From an optimization exercise on the open Yosys and OpenROAD flow, aimed at small area; shortcuts taken in it are not production practice. RTL that was checked went through simulation tests only; none was proved equivalent to the original. Power is estimated from default activity; no workload was simulated.

## old
## humidity_sensor_pulse_decoder_core
module humidity_sensor_pulse_decoder_core (
    input  logic                                clk,
    input  logic                                rst_n,
    input  logic                                item_valid,
    output logic                                item_ready,
    input  logic                                item_req_type,
    input  logic                                item_pin_level,
    input  logic                                cfg_valid,
    output logic                                cfg_ready,
    input  logic [hspd_pkg::CFG_INDEX_W-1:0]    cfg_index,
    input  logic [7:0]                          cfg_data,
    output logic                                result_valid,
    input  logic                                result_ready,
    output logic [hspd_pkg::FRAME_W-1:0]        result_raw_frame,
    output logic [hspd_pkg::COUNT_W-1:0]        result_bits_received,
    output logic                                result_checksum_ok,
    output logic                                result_frame_valid,
    output logic                                result_timed_out,
    output logic [hspd_pkg::HUM_W-1:0]          result_humidity_tenths,
    output logic signed [hspd_pkg::TC_W-1:0]    result_temp_c_tenths,
    output logic signed [hspd_pkg::TF_W-1:0]    result_temp_f_tenths
);
    logic [7:0] bit_threshold_reg;
    logic [7:0] timeout_limit_reg;
    logic [7:0] max_edges_m3_reg;      
    logic        busy_reg;
    logic        pending_reg;
    logic        last_level_reg;
    logic [7:0]  run_length_reg;
    logic [7:0]  edge_cnt_reg;         
    logic        full_reg;             
    logic        timed_out_reg;
    logic [39:0] frame_reg;
    logic [7:0]  mdiv_reg;             
    logic [2:0]  mrem_reg;             
    logic       take;
    logic       start;
    logic       smp;
    logic       level_diff;
    logic       edge_ev;
    logic       run_ev;
    logic [7:0] run_inc;
    logic [7:0] edge_inc;
    logic       tmo_end;
    logic       edge_end;
    logic       end_ev;
    logic       new_bit;
    logic       shift_en;
    logic       div_en;
    logic [3:0] div_t;
    assign cfg_ready = 1'b1;
    always_ff @(posedge clk or negedge rst_n)
    begin
        if (!rst_n)
        begin
            bit_threshold_reg <= hspd_pkg::BIT_THRESHOLD_RST;
  ...
Size in the first run: ~720 cells after synthesis, about 96 flip-flops.
clock: 9.0 ns
lec_check: 0
abc_area: 1
cap_margin: 0
core_margin: 2
core_utilization: 70
cts_buf_list: sky130_fd_sc_hd__clkbuf_8
slew_margin: 0
standard.sh (not shown) runs the stock make flow with config.mk's settings and CLKGATE_MAP_FILE= SYNTH_SCRIPT=/design/flow/synth_recipe.tcl, a recipe that flattens the netlist after the stock synthesis.
==> flow/flow/run.sh <==
#!/bin/bash
# Standard layout (the standard.sh), with every port buffered by a buf_1 cell.
set -o pipefail
export BUFFER_PORTS_ARGS="-buffer_cell sky130_fd_sc_hd__buf_1"
bash standard.sh > standard.log 2>&1
old went all the way through synthesis, placement and routing and the layout is clean on timing, DRC and antenna.
[inputs] new vs old
--- a/flow/design.v
+++ b/flow/design.v
@@ -52,17 +52,16 @@
     logic [14:0] raw;
     logic        h_big;
     logic        t_big;
     logic        neg;
     logic [11:0] hum_alt;
     logic [11:0] m;
     logic [10:0] x;
     logic [1:0]  x_lo;
-    logic [12:0] q;
     assign {d0, d1, d2, d3, d4} = frame;
     function automatic logic [12:0] radd12(input logic [11:0] a, input logic [11:0] b);
         logic c;
         logic [12:0] r;
         c = 1'b0;
         for (int i = 0; i < 12; i++)
         begin
             r[i] = a[i] ^ b[i] ^ c;
@@ -87,29 +86,32 @@
             3'd1:    x_lo = 2'd1;
             3'd2:    x_lo = 2'd2;
             3'd3:    x_lo = 2'd2;
             default: x_lo = 2'd3;
         endcase
         if (t_big)
         begin
             m = {11'(radd12({4'd0, d2}, {2'd0, d2, 2'b00})), 1'b0};   
-            x = {d2, 3'b000};                                 
+            x = {d2, 3'b000};                                        
         end
         else
         begin
             m = raw[11:0];
-            x = {1'b0, mdiv, x_lo};                           
-        end
-        q = radd12(m, {1'b0, x});
-        hum = ({12{frame_valid & h_big}} & hum_alt) | ({12{frame_valid & !h_big}} & h[11:0]);
+            x = {1'b0, mdiv, x_lo};                                  
+        end
+        if (h_big)
+            hum = hum_alt;
+        else
+            hum = h[11:0];
         tc = $signed(13'(hspd_pkg::radd({4'd0, m} ^ {16{neg}}, 16'd0, neg)));
-        tf = $signed(14'(hspd_pkg::radd({3'd0, q} ^ {16{neg}}, 16'd320, neg)));
+        tf = $signed(14'(hspd_pkg::radd(hspd_pkg::radd({{3{tc[12]}}, tc}, {5'd0, x} ^ {16{neg}}, neg), 16'd320, 1'b0)));
         if (!frame_valid)
         begin
+            hum = '0;
             tc  = '0;
             tf  = '0;
         end
     end
 endmodule
 module humidity_sensor_pulse_decoder_core (
     input  logic                                clk,
     input  logic                                rst_n,
@@ -227,32 +229,25 @@
         end
         else if (edge_ev)
         begin
             edge_cnt_reg <= edge_inc;
             if (edge_cnt_reg == hspd_pkg::EDGE_CNT_LAST_BIT)
                 full_reg <= 1'b1;
         end
     end
-    logic [4:0] byte_load;
-    logic [4:0] byte_hold;
-    logic [39:0] frame_in;
-    always_comb
+    always_ff @(posedge clk)
     begin
         for (int k = 0; k < 5; k++)
         begin
-            byte_load[k] = shift_en && (edge_cnt_reg[6:4] == 3'(k));
-            byte_hold[k] = !byte_load[k] && !start;
-            frame_in[39-8*k -: 8] = {frame_reg[38-8*k -: 7], new_bit};
-        end
-    end
-    always_ff @(posedge clk)
-    begin
-        for (int i = 0; i < 40; i++)
-            frame_reg[i] <= (byte_load[4 - i/8] & frame_in[i]) | (byte_hold[4 - i/8] & frame_reg[i]);
+            if (start)
+                frame_reg[39-8*k -: 8] <= '0;
+            else if (shift_en && edge_cnt_reg[6:4] == 3'(k))
+                frame_reg[39-8*k -: 8] <= {frame_reg[38-8*k -: 7], new_bit};
+        end
     end
     assign div_en = shift_en && (edge_cnt_reg[6:5] == 2'b01) && (edge_cnt_reg[4:1] != 4'd0);
     assign div_t  = {mrem_reg, new_bit};
     always_ff @(posedge clk)
     begin
         if (start)
             mrem_reg <= '0;
         else if (div_en)
Notes after the runs:
- new has completed all stages; timing, DRC and antenna checks passed.
- Compared to old, new has non-clock buffer count about 1.8% higher.
- For clock transition at the register clock pins on the worst setup and hold paths after CTS, new and old come out practically identical.
- Layout cell share with drive strength beyond 1 was higher in new than in old.
- In new relative to old, count of inverters not on the clock network in the layout had gone up by a few percent.
- Diff old -> new: portion of total power attributed to the clock network now sits lower; met3 wire length decreased by 13% relative to the old numbers; quantity of hold-fixing buffers added after cts held steady; violation count after the first detailed-route iteration fell 41%.
- Row final critical-path required period: new higher / old lower
- For the final setup slack of the worst path, new came in 0.15 ns lower than old did.
- Final standard cell area without fillers ended up 2.3% higher on new than on old.
- new ends up with a area fraction in and, or, nand and nor cells after synthesis that is 0.23 points higher than in old.
No functional check of the RTL was part of new.

-- port drivers added, routing unchanged --
The results above use ideal ports. As a check the final layouts listed here were re-extracted and re-timed, cells and wires unchanged.
Step 1: set_driving_cell puts a clkbuf_16 on clk and a buf_2 on each other input, an assumption about the parent block.
Step 2 also shifts input and output timing later by t, the mid clock arrival at the registers, as if the neighbouring blocks saw the same clock.
Three values: ideal, step 1, step 2; two values: the first two.
| run | t, ns | setup slack, ns | hold WS [ns] |
|---|---|---|---|
| old | 0.388 | 0.483 / 0.447 / 0.835 | 0.470 / 0.470 / 0.470 |
| new | 0.379 | 0.329 / 0.296 / 0.675 | 0.478 / 0.478 / 0.478 |
After both steps every run listed still meets setup and hold.
